Source: an optimization exercise on an open RTL-to-GDS flow (aim: a short achievable clock period and few clock cycles). Production flows keep margins and buffers that such runs may drop.
In this exercise RTL edits were held to simulation tests only and were not proved equivalent to the original.
No activity file was given, so power comes from the tool's default toggle rates.

**flow/run.sh**
```bash
#!/bin/bash
# synth_recipe.tcl (not shown) runs the flow's synth.tcl, then flattens the netlist and writes it again
# the make line also repeats each setting of config.mk as NAME=value (left out here)
make -C /OpenROAD-flow-scripts/flow DESIGN_CONFIG=/design/flow/config.mk WORK_HOME=/design/flow/orfs CLKGATE_MAP_FILE= SYNTH_SCRIPT=/design/flow/synth_recipe.tcl finish
```
**flow/config.mk**
```make
export PLATFORM = sky130hd
export DESIGN_NAME = subleq_mc_core
export DESIGN_NICKNAME = subleq_mc_core
export VERILOG_FILES = /design/flow/design.v
export SDC_FILE = /design/flow/constraint.sdc
export NUM_CORES = 4
export LEC_CHECK = 0
export ABC_CLOCK_PERIOD_IN_PS = 1000
export CAP_MARGIN = 20
export CORE_MARGIN = 2
export CORE_UTILIZATION = 40
export SETUP_SLACK_MARGIN = 3.0
export SLEW_MARGIN = 20
export TNS_END_PERCENT = 100
```
**flow/constraint.sdc**
```tcl
create_clock -name core_clock -period 6.0 [get_ports {clk}]
set_input_delay 1.2000 -clock core_clock [delete_from_list [all_inputs] [get_ports {clk}]]
set_output_delay 1.2000 -clock core_clock [all_outputs]
set_load 0.01 [all_outputs]
```
**flow/design.v**
```verilog
package subleq_pkg;
    localparam int OP_W   = 2;
    localparam int COND_W = 64;
    typedef enum logic [1:0] {
        OP_SUB = 2'b00,
        OP_IMM = 2'b01,
        OP_IN  = 2'b10,
        OP_OUT = 2'b11
    } op_e;
    typedef enum logic [2:0] {
        ST_FETCH,
        ST_RD_A,
        ST_RD_B,
        ST_EXEC,
        ST_WAIT_IN,
        ST_WAIT_OUT,
        ST_HALT
    } state_e;
    function automatic int instr_width(input int addr_w, input int iaddr_w);
        instr_width = OP_W + 2 * addr_w + iaddr_w;
    endfunction
    function automatic int field_c_lsb();
        field_c_lsb = 0;
    endfunction
    function automatic int field_b_lsb(input int iaddr_w);
        field_b_lsb = iaddr_w;
    endfunction
    function automatic int field_a_lsb(input int addr_w, input int iaddr_w);
        field_a_lsb = iaddr_w + addr_w;
    endfunction
    function automatic int field_op_lsb(input int addr_w, input int iaddr_w);
        field_op_lsb = iaddr_w + 2 * addr_w;
    endfunction
    function automatic logic branch_taken(input logic signed [COND_W-1:0] r);
        branch_taken = (r <= 0);
    endfunction
endpackage
module subleq_dmem #(
    parameter int DATA_W = 8
) (
    input  logic              clk,
    input  logic              we,
    input  logic [15:0]       whi,
    input  logic [15:0]       wlo,
    input  logic [DATA_W-1:0] d,
    input  logic [15:0]       hi0,
    input  logic [15:0]       lo0,
    output logic [4*DATA_W-1:0] q0,
    input  logic [15:0]       hi1,
    input  logic [15:0]       lo1,
    output logic [4*DATA_W-1:0] q1
);
    logic [255:0][DATA_W-1:0] mem;
    for (genvar i = 0; i < 256; i++) begin : g_word
        always_ff @(posedge clk) begin
            if (we && whi[i / 16] && wlo[i % 16]) begin
                mem[i] <= d;
            end
        end
    end
    function automatic logic [4*DATA_W-1:0] rd(input logic [255:0][DATA_W-1:0] m, input logic [15:0] hi,
                                               input logic [15:0] lo);
        logic [DATA_W-1:0] g;
        rd = '0;
        for (int h = 0; h < 16; h++) begin
            g = '0;
            for (int l = 0; l < 16; l++) begin
                g = g | (m[16 * h + l] & {DATA_W{lo[l]}});
            end
            rd[DATA_W * (h / 4) +: DATA_W] = rd[DATA_W * (h / 4) +: DATA_W] | (g & {DATA_W{hi[h]}});
        end
    endfunction
    assign q0 = rd(mem, hi0, lo0);
    assign q1 = rd(mem, hi1, lo1);
endmodule
module subleq_mc_core #(
    parameter int DATA_W  = 8,
    parameter int ADDR_W  = 8,
    parameter int IADDR_W = 8
) (
    input  logic                              clk,
    input  logic                              rst,
    output logic [IADDR_W-1:0]                imem_addr,
    input  logic [2+2*ADDR_W+IADDR_W-1:0]     imem_data,
    input  logic [DATA_W-1:0]                 in_data,
    input  logic                              in_valid,
    output logic                              in_ready,
    output logic [DATA_W-1:0]                 out_data,
    output logic                              out_valid,
    input  logic                              out_ready,
    output logic                              halted
);
    localparam int INSTR_W = subleq_pkg::instr_width(ADDR_W, IADDR_W);
    localparam int C_LSB   = subleq_pkg::field_c_lsb();
    localparam int B_LSB   = subleq_pkg::field_b_lsb(IADDR_W);
    localparam int A_LSB   = subleq_pkg::field_a_lsb(ADDR_W, IADDR_W);
    localparam int OP_LSB  = subleq_pkg::field_op_lsb(ADDR_W, IADDR_W);
    function automatic logic [7:0] fwd(input logic [31:0] p, input logic f1, input logic f2,
                                       input logic [7:0] r1, input logic [7:0] r2);
        fwd = p[7:0] | p[15:8] | p[23:16] | p[31:24] | (r1 & {8{f1}}) | (r2 & {8{f2}});
    endfunction
    function automatic logic [15:0] dec4(input logic [3:0] x);
        dec4 = '0;
        for (int j = 0; j < 16; j++) begin
            dec4[j] = (x == 4'(j));
        end
    endfunction
    function automatic logic [4:0] add4(input logic [3:0] x, input logic [3:0] y, input logic ci);
        logic [3:0] g, p;
        logic [4:0] c;
        g    = x & y;
        p    = x | y;
        c[0] = ci;
        c[1] = g[0] | (p[0] & ci);
        c[2] = g[1] | (p[1] & g[0]) | (p[1] & p[0] & ci);
        c[3] = g[2] | (p[2] & g[1]) | (p[2] & p[1] & g[0]) | (p[2] & p[1] & p[0] & ci);
        c[4] = g[3] | (p[3] & g[2]) | (p[3] & p[2] & g[1]) | (p[3] & p[2] & p[1] & g[0]) |
               (p[3] & p[2] & p[1] & p[0] & ci);
        for (int i = 0; i < 4; i++) begin
            add4[i] = (x[i] ^ c[i]) ^ y[i];
        end
        add4[4] = c[4];
    endfunction
    function automatic logic [7:0] sub8(input logic [7:0] x, input logic [7:0] y);
        logic [4:0] lo, hi0, hi1;
        lo   = add4(x[3:0], ~y[3:0], 1'b1);
        hi0  = add4(x[7:4], ~y[7:4], 1'b0);
        hi1  = add4(x[7:4], ~y[7:4], 1'b1);
        sub8 = {lo[4] ? hi1[3:0] : hi0[3:0], lo[3:0]};
    endfunction
    logic [IADDR_W-1:0]   fpc;        
    logic                 iv;         
    logic                 hp;         
    logic [1:0]           bs_op;
    logic [ADDR_W-1:0]    bs_b;
    logic [IADDR_W-1:0]   bs_c;
    logic [IADDR_W-1:0]   bs_c1;
    logic [IADDR_W-1:0]   bs_pc;
    logic                 bs_hc;
    logic                 bs_sq;
    logic [ADDR_W-1:0]    bs_d;
    logic [4*DATA_W-1:0]  bs_ma, bs_mb;
    logic                 bs_fa1, bs_fa2, bs_fb1, bs_fb2;
    logic [15:0]          s_ahi, s_alo, s_bhi, s_blo;
    logic [4*DATA_W-1:0]  s_ma, s_mb;
    logic [DATA_W-1:0]    ma, mb;
    logic [DATA_W-1:0]    x, y;
    logic                 take;
    logic                 out_busy;
    logic                 out_next;
    logic                 go;
    logic                 ex;         
    logic                 ram_we;
    logic                 wq_v;
    logic [DATA_W-1:0]    wq_d;
    logic [ADDR_W-1:0]    wq_a;
    logic [15:0]          wq_hi;
    logic [15:0]          wq_lo;
    logic [DATA_W-1:0]    wq2_d;
    logic                 t_iv, n_iv;
    logic                 t_hp, n_hp;
    logic                 t_inr, n_inr;
    logic [IADDR_W-1:0]   t_fpc, n_fpc;
    logic                 bank_en;
    logic                 nx_hp;
    assign imem_addr = fpc;
    assign s_ahi = dec4(imem_data[A_LSB + 4 +: 4]);
    assign s_alo = dec4(imem_data[A_LSB +: 4]);
    assign s_bhi = dec4(imem_data[B_LSB + 4 +: 4]);
    assign s_blo = dec4(imem_data[B_LSB +: 4]);
    subleq_dmem #(
        .DATA_W (DATA_W)
    ) u_dmem (
        .clk (clk),
        .we  (wq_v),
        .whi (wq_hi),
        .wlo (wq_lo),
        .d   (wq_d),
        .hi0 (s_ahi),
        .lo0 (s_alo),
        .q0  (s_ma),
        .hi1 (s_bhi),
        .lo1 (s_blo),
        .q1  (s_mb)
    );
    assign ma = fwd(bs_ma, bs_fa1, bs_fa2, wq_d, wq2_d);
    assign mb = fwd(bs_mb, bs_fb1, bs_fb2, wq_d, wq2_d);
    subleq_exec #(
        .DATA_W (DATA_W)
    ) u_exec (
        .op   (bs_op),
        .ma   (ma),
        .mb   (mb),
        .imm  (bs_b),
        .din  (in_data),
        .x    (x),
        .y    (y),
        .take (take)
    );
    assign out_busy = out_valid && !out_ready;
    always_comb begin
        case (bs_op)
            subleq_pkg::OP_IN:  go = in_valid;
            subleq_pkg::OP_OUT: go = !out_busy;
            default:            go = 1'b1;
        endcase
    end
    assign ex       = iv && go;
    assign ram_we   = ex && !rst && (bs_op != subleq_pkg::OP_OUT);
    assign out_next = out_busy || (ex && bs_op == subleq_pkg::OP_OUT);
    always_ff @(posedge clk) begin
        if (rst || !iv || go) begin
            wq_v   <= ram_we;
            wq_d   <= sub8(x, y);
            wq_a   <= bs_d;
            wq2_d  <= wq_d;
            wq_hi  <= dec4(bs_d[7:4]);
            wq_lo  <= dec4(bs_d[3:0]);
        end
    end
    always_comb begin
        n_iv  = !hp;
        n_hp  = hp;
        n_inr = !hp && (imem_data[OP_LSB +: 2] == subleq_pkg::OP_IN);
        n_fpc = hp ? fpc : fpc + IADDR_W'(1);
        if (iv && !go) begin
            n_iv  = 1'b1;
            n_inr = in_ready;
            n_fpc = fpc;
        end
    end
    always_comb begin
        t_iv  = n_iv;
        t_hp  = n_hp;
        t_inr = n_inr;
        t_fpc = n_fpc;
        if (ex) begin
            if (bs_hc) begin
                t_iv  = 1'b0;
                t_hp  = 1'b1;
                t_inr = 1'b0;
                t_fpc = bs_pc;
            end else if (!bs_sq) begin
                t_iv  = 1'b0;
                t_inr = 1'b0;
                t_fpc = bs_c;
            end
        end
    end
    assign nx_hp   = take ? t_hp : n_hp;
    assign bank_en = !hp && (!iv || go);
    subleq_cand #(
        .ADDR_W  (ADDR_W),
        .IADDR_W (IADDR_W)
    ) u_bank_s (
        .clk     (clk),
        .en      (bank_en),
        .ins     (imem_data),
        .pc      (fpc),
        .ma_in   (s_ma),
        .mb_in   (s_mb),
        .wen1    (ram_we),
        .wd1     (bs_d),
        .wen2    (wq_v),
        .wd2     (wq_a),
        .op      (bs_op),
        .b       (bs_b),
        .c       (bs_c),
        .c1      (bs_c1),
        .pcq     (bs_pc),
        .hc      (bs_hc),
        .sq      (bs_sq),
        .d       (bs_d),
        .ma      (bs_ma),
        .mb      (bs_mb),
        .fa1     (bs_fa1),
        .fa2     (bs_fa2),
        .fb1     (bs_fb1),
        .fb2     (bs_fb2)
    );
    always_ff @(posedge clk) begin
        if (rst) begin
            fpc       <= '0;
            iv        <= 1'b0;
            in_ready  <= 1'b0;
            hp        <= 1'b0;
            halted    <= 1'b0;
            out_valid <= 1'b0;
            out_data  <= '0;
        end else begin
            out_valid <= out_next;
            if (ex && bs_op == subleq_pkg::OP_OUT) begin
                out_data <= ma;
            end
            iv       <= take ? t_iv  : n_iv;
            hp       <= nx_hp;
            in_ready <= take ? t_inr : n_inr;
            fpc      <= take ? t_fpc : n_fpc;
            if (nx_hp && !out_next) begin
                halted <= 1'b1;
            end
        end
    end
endmodule
module subleq_cand #(
    parameter int ADDR_W  = 8,
    parameter int IADDR_W = 8
) (
    input  logic                          clk,
    input  logic                          en,
    input  logic [2+2*ADDR_W+IADDR_W-1:0] ins,
    input  logic [IADDR_W-1:0]            pc,
    input  logic [31:0]                   ma_in,   
    input  logic [31:0]                   mb_in,
    input  logic                          wen1,   
    input  logic [ADDR_W-1:0]             wd1,
    input  logic                          wen2,   
    input  logic [ADDR_W-1:0]             wd2,
    output logic [1:0]                    op,
    output logic [ADDR_W-1:0]             b,      
    output logic [IADDR_W-1:0]            c,
    output logic [IADDR_W-1:0]            c1,     
    output logic [IADDR_W-1:0]            pcq,
    output logic                          hc,     
    output logic                          sq,     
    output logic [ADDR_W-1:0]             d,      
    output logic [31:0]                   ma,      
    output logic [31:0]                   mb,      
    output logic                          fa1,    
    output logic                          fa2,    
    output logic                          fb1,
    output logic                          fb2
);
    localparam int C_LSB  = subleq_pkg::field_c_lsb();
    localparam int B_LSB  = subleq_pkg::field_b_lsb(IADDR_W);
    localparam int A_LSB  = subleq_pkg::field_a_lsb(ADDR_W, IADDR_W);
    localparam int OP_LSB = subleq_pkg::field_op_lsb(ADDR_W, IADDR_W);
    logic [1:0]          i_op;
    logic [ADDR_W-1:0]   i_a;
    logic [ADDR_W-1:0]   i_b;
    logic [IADDR_W-1:0]  i_c;
    logic                a1, a2, b1, b2;
    assign i_op = ins[OP_LSB +: 2];
    assign i_a  = ins[A_LSB +: ADDR_W];
    assign i_b  = ins[B_LSB +: ADDR_W];
    assign i_c  = ins[C_LSB +: IADDR_W];
    assign a1   = wen1 && (i_a == wd1);
    assign a2   = wen2 && (i_a == wd2);
    assign b1   = wen1 && (i_b == wd1);
    assign b2   = wen2 && (i_b == wd2);
    always_ff @(posedge clk) begin
        if (en) begin
            op   <= i_op;
            b    <= i_b;
            c    <= i_c;
            c1   <= i_c + IADDR_W'(1);
            pcq  <= pc;
            hc   <= (i_c == pc);
            sq   <= (i_c == pc + IADDR_W'(1));
            d    <= (i_op == subleq_pkg::OP_IMM) ? i_a : i_b;
            ma   <= (a1 || a2) ? '0 : ma_in;
            mb   <= (b1 || b2) ? '0 : mb_in;
            fa1  <= a1;
            fa2  <= a2 && !a1;
            fb1  <= b1;
            fb2  <= b2 && !b1;
        end
    end
endmodule
module subleq_exec #(
    parameter int DATA_W = 8
) (
    input  logic [1:0]        op,
    input  logic [DATA_W-1:0] ma,
    input  logic [DATA_W-1:0] mb,
    input  logic [DATA_W-1:0] imm,
    input  logic [DATA_W-1:0] din,
    output logic [DATA_W-1:0] x,      
    output logic [DATA_W-1:0] y,
    output logic              take
);
    function automatic logic le_wrap(input logic [7:0] x, input logic [7:0] y);
        logic [6:0] gt, lt, gtn, ltn;
        gt = x[6:0] & ~y[6:0];
        lt = ~x[6:0] & y[6:0];
        for (int d = 1; d < 7; d = d * 2) begin
            gtn = gt;
            ltn = lt;
            for (int i = d; i < 7; i++) begin
                gtn[i] = gt[i] | (~lt[i] & gt[i - d]);
                ltn[i] = lt[i] | (~gt[i] & lt[i - d]);
            end
            gt = gtn;
            lt = ltn;
        end
        le_wrap = (~x[7] & ~y[7] & ~gt[6]) | (x[7] & y[7] & ~gt[6]) |
                  (x[7] & ~y[7] & ~lt[6]) | (~x[7] & y[7] & ~lt[6]);
    endfunction
    always_comb begin
        case (op)
            subleq_pkg::OP_SUB: begin x = mb;  y = ma;  take = le_wrap(mb, ma); end
            subleq_pkg::OP_IMM: begin x = ma;  y = imm; take = le_wrap(ma, imm); end
            subleq_pkg::OP_IN:  begin x = din; y = '0;  take = subleq_pkg::branch_taken(subleq_pkg::COND_W'(signed'(din))); end
            default:            begin x = din; y = '0;  take = 1'b0; end
        endcase
    end
endmodule
```
==> results.txt <==
Drt:
- The wire length the detailed router placed on met1 is about 140000 um.
- Summed over all layers, the routed wires come to 436000 um.
- The residual DRC count is 0.
- The highest layer touched by signal routing is met5.
- In this run, the number of DRC markers left after iteration 0 of detailed routing was between 15000 and 20000.
- The detailed route wirelength on metal2 is 177000 um.
- The number of iterations in the first detailed-routing pass is 10.
- After detailed routing, the average wire length per cell comes to about 44 um.
- The via total after detailed routing is roughly 77000.
- In this run the remaining antenna-violating nets after routing total 0.
- Using the TritonRoute via totals, the vias-per-cell ratio works out to a little under 8.
- Detailed routing placed a total of 79600 um of wire on met3.

Synthesis:
- The portion of netlist area occupied by mux cells is 0.147%.
- Among all flip-flop cells after synthesis, the most frequent one is sky130_fd_sc_hd__edfxtp_1.
- The area share of fa/ha/maj cells after synthesis is less than 1%.
- A synthesized cell averages 15.0 um2.
- The synthesized-area fraction occupied by xor and xnor cells is 0.635%.
- The number of enable-type register cells in the synthesized netlist is approximately 2200.
- Of all flip-flops after synthesis, the portion carrying an async set or reset was 0%.
- The warning count from the yosys run is 4.
- The count of mapped cells out of synthesis is 6361.
- The synthesized netlist devotes 6.29% of its cell area to simple gates.
- The share of synthesized area occupied by flip-flops and latches is 70.1%.
- The synthesized design contains between 2000 and 2500 register bits.
- The area fraction in compound gates after synthesis is 20.4%.
- The number of distinct library cells after synthesis is 79.
- The main combinational cell family by area after synthesis is compound AO/OA/AOI/OAI gates.
- The post-synthesis net count is 6403.
- Summing every instance area after synthesis gives 95200 um2.

Critical path:
- Counting both buffers and inverters, the worst setup path holds a total of 1.
- The delay of the slowest cell on the worst path is 0.71 ns.
- The maximum fanout count along the critical path is 4.
- The endpoint kind of the worst setup timing path is a flop.
- The data arrival time at the worst-slack endpoint is 4.07 ns.
- The cell type group with the largest total delay on the critical path is compound AO/OA/AOI/OAI gates.
- The startpoint type of the worst setup path is a flop.
- Traced cell by cell, the critical path runs through nor4_4 -> nand2_2 -> nor2_2 -> a211oi_1 -> a21oi_2 -> inv_1 -> ha_2 -> nand2b_4 -> o32a_1 -> o32ai_4 -> a22oi_2 -> a21o_1 -> xnor2_1.
- The critical path class is reg2reg.
- The cell with the largest stage delay on the worst path is sky130_fd_sc_hd__edfxtp_1.
- Data on the critical path is required at its endpoint by 6.63 ns.

STA:
- The final cycle utilization of the critical path is 57.3%.
- The worst setup skew after layout is roughly 0.054 ns.
- After layout, the minimum clock period comes to 3.44 ns.
- The worst-case headroom to the max-slew limit is 22.8%.
- The number of failing setup endpoints in the final timing report is 0.
- The worst slack on hold paths is approximately 0.50 ns.
- For the pin with the worst max-slew slack, the measured transition is roughly 1.2 ns.
- The max-slew violation count is 0.
- The final number of hold-violating endpoints is 0.
- The final setup TNS is 0 ns.
- For this run, the top clock speed supported by timing is 291 MHz.
- Setup repair after global routing could not meet its margin everywhere.

Clock network:
- After clock tree synthesis, the flow added hold-fix buffers numbering 0.
- The insertion delay to the later sink of the worst-skew pair is 0.91 ns.
- The number of buffers created by CTS is approximately 220.
- The number of clock sinks is roughly 2200.
- TritonCTS built the clock tree.
- The clock transition at the register clock pins on the worst setup and hold paths after CTS is 0.07 ns.
- The H-tree level count is 4.
- The maximum number of buffers from clock root to sink is 3.
- The tree is rooted in a sky130_fd_sc_hd__clkbuf_16.

Global routing:
- The pin count of the biggest net entering global routing is 110.
- The aggregate global routing overflow is 0.
- The number of antenna violations at the first check in global routing is 30.
- The first global-routing pass estimated a little under 600000 um of wire.
- The number of global-route vias before repair was 71283.
- Global routing used 34.2% of the available tracks across all layers.

Floorplan:
- The top-level I/O count is between 50 and 60.
- The die span in x is between 400 and 500 um.
- The region available for standard cell placement spans 237000 um2.
- The initial utilization of the core area, before any placement, comes to around two fifths.
- The floorplan step defined a die boundary enclosing between 200000 and 250000 um2.
- The die is 492 um tall.
- The number of placement rows is around 180.

Cells and area:
- The post-route cell area is 112000 um2.
- The synthesis-to-layout area growth is 17.9%.
- The number of filler instances in the final layout is 20098.
- Summing all multi-input logic gate instances after layout gives between 20000 and 30000 um2.
- The sequential cells in the finished layout cover a total of ~67000 um2.
- The post-route netlist has 15.7% of its cells at a drive strength greater than 1.
- The final cell utilization of the core is 47.3%.
- The number of nets in the layout is roughly 6500.

Power:
- The total power per unit cell area is 358 nW/um2.
- The post-route total power is 40.2 mW.
- VDD sags by at most 416 uV.
- For this design the static power due to leakage is 35.3 nW.

Placed design:
- The HPWL after detailed placement is 233000 um.
- At the end of routability-driven placement, the weighted congestion stood at 0.958.
- The number of buffers added on ports is between 50 and 60.
- After detailed placement, the total cell area comes to 101000 um2.

Run:
- The max-capacitance violation count is 0.

Hold path:
- The path class of the tightest hold or removal check is reg2reg.

Run status:
- The flow ran to the end and the layout has no timing, DRC or antenna violations.
## path summary, 6_finish.rpt
| kind | from | slack [ns] | cells after the start | end |
|---|---|---|---|---|
| worst max-delay path | u_bank_s.mb[16] | 2.56 | 13 | wq_d[6] |
| worst min-delay path | out_data[2] | 0.50 | 2 | out_data[2] |
| worst max register to register | u_bank_s.mb[16] | 2.56 | 13 | wq_d[6] |
| worst min register to register | out_data[2] | 0.50 | 2 | out_data[2] |
## power by group
part           switching, mW  internal [mW]
Sequential             0.501           19.6
Clock                   6.24           8.01
Combinational           4.40           1.38
Total                   11.1           29.0
## what timing repair did
item,CTS,global route
setup endpoints to repair,279,247
pin swaps,45,53
gates cloned,19,12
setup buffers,84,23
gates resized for setup,322,153
## Yosys cell counts, drive strengths merged (36+ instances only)
cell type | instances | area, um2
edfxtp | 2209 | 66300
a22oi | 792 | 5970
a221oi | 645 | 5650
a22o | 643 | 5630
and3 | 458 | 2870
clkbuf | 420 | 1580
a31oi | 202 | 1260
nor2 | 196 | 778
buf | 138 | 588
nand4 | 85 | 532
nand2 | 68 | 255
nand3 | 63 | 315
nor4 | 61 | 415
nor3 | 52 | 260
xnor2 | 40 | 350
o22ai | 36 | 225
## worst reg2reg max path, cell delays in order, from the launching register on
cell and delay [ns]:
sky130_fd_sc_hd__edfxtp_1 0.71, sky130_fd_sc_hd__nor4_4 0.47, sky130_fd_sc_hd__nand2_2 0.13, sky130_fd_sc_hd__nor2_2 0.10, sky130_fd_sc_hd__a211oi_1 0.06, sky130_fd_sc_hd__a21oi_2 0.18, sky130_fd_sc_hd__inv_1 0.06, sky130_fd_sc_hd__ha_2 0.16
sky130_fd_sc_hd__nand2b_4 0.14, sky130_fd_sc_hd__o32a_1 0.40, sky130_fd_sc_hd__o32ai_4 0.25, sky130_fd_sc_hd__a22oi_2 0.17, sky130_fd_sc_hd__a21o_1 0.23, sky130_fd_sc_hd__xnor2_1 0.15
## cells by family (layout without fill, tap and decap cells)
logic type / after synthesis / count (layout)
xor gates and xnor gates: 69 / 69
adders and majority gates: 11 / 11
AOI/OAI and AO/OA: 2412 / 2412
and+or+nand+nor: 1058 / 1060
other: 0 / 87
muxes: 13 / 13
DFF: 2230 / 2230
buffers and inverters: 568 / 867
## layout by cell type (no fill, tap or decap), types with 26 or more instances in the layout
| cell type | n |
|---|---|
| sky130_fd_sc_hd__buf_6 | 35 |
| sky130_fd_sc_hd__xor2_1 | 28 |
| sky130_fd_sc_hd__nor2_1 | 167 |
| sky130_fd_sc_hd__nand2_1 | 51 |
| sky130_fd_sc_hd__edfxtp_1 | 2209 |
| sky130_fd_sc_hd__a31oi_1 | 138 |
| sky130_fd_sc_hd__nor3_1 | 38 |
| sky130_fd_sc_hd__clkinv_2 | 36 |
| sky130_fd_sc_hd__a22oi_1 | 786 |
| sky130_fd_sc_hd__clkinv_1 | 43 |
| sky130_fd_sc_hd__nand3_1 | 51 |
| sky130_fd_sc_hd__a31oi_2 | 49 |
| sky130_fd_sc_hd__a221oi_1 | 606 |
| sky130_fd_sc_hd__clkbuf_16 | 239 |
| sky130_fd_sc_hd__a221oi_2 | 37 |
| sky130_fd_sc_hd__a22o_1 | 640 |
| sky130_fd_sc_hd__xnor2_1 | 39 |
| sky130_fd_sc_hd__bufinv_16 | 26 |
| sky130_fd_sc_hd__nand4_1 | 85 |
| sky130_fd_sc_hd__buf_12 | 88 |
| sky130_fd_sc_hd__buf_4 | 234 |
| sky130_fd_sc_hd__clkbuf_1 | 35 |
| sky130_fd_sc_hd__and3_1 | 457 |
| sky130_fd_sc_hd__nor4_1 | 31 |
| sky130_fd_sc_hd__clkdlybuf4s50_1 | 29 |
| sky130_fd_sc_hd__diode_2 | 87 |
## per-stage QoR
step                      instances  worst slack [ns]
after global routing           9851              2.49
after floorplan                6361           0.00710
after global placement         9289             0.686
after detailed placement       9290             0.709
final                          9916              2.56
after CTS                      9793              2.54
## area by class of cell
type	instances	share of cell area [%]
clock inverter	138	1.27
timing repair buffer	457	5.12
antenna	87	0.194
tap	3167	3.53
clock buffer	262	5.18
multi-input combinational	3565	25.2
inverter	10	0.0368
sequential	2230	59.5
## sequential cells by signal, indices dropped and copies added, names as in the netlist, 16 cells and up
name         cells
u_dmem.mem    2048
u_bank_s.ma     32
wq_lo           16
u_bank_s.mb     32
wq_hi           16
## layer usage
| metal | global-route usage [%] | vias up |
|---|---|---|
| met5 | 0 | - |
| met4 | 23.7 | 14 |
| met2 | 47.5 | 9161 |
| met1 | 43.1 | 37315 |
| met3 | 14.2 | 2351 |
| li1 | - | 27861 |
Testbench counts, summed over its fixed seeds: cycles 36,997.

==> re-timing with driven ports <==
The flow's constraints put no driver on any port. The routed layout listed below was extracted and timed again, unchanged, in two steps. Step 1, drivers: a clkbuf_16 drives clk and a buf_2 each remaining input, both assumed. Step 2 times the ports against the registers' clock, not the clock port: input delays grow and output delays shrink by t, the midpoint of the rising clock arrivals with the driver on. Slacks: no drivers / after step 1 / after step 2; pairs: no drivers / after step 1.
t (ns): 0.988
setup WS [ns]: 2.561 / 2.561 / 1.877
worst register clock-pin slew, ns: 0.07 / 0.07
worst slew at a driven data input, ns: 0.20
After both steps this run still meets setup and hold. The setup slack of this run moves by 0.000 ns with the drivers and by -0.684 ns with both steps.
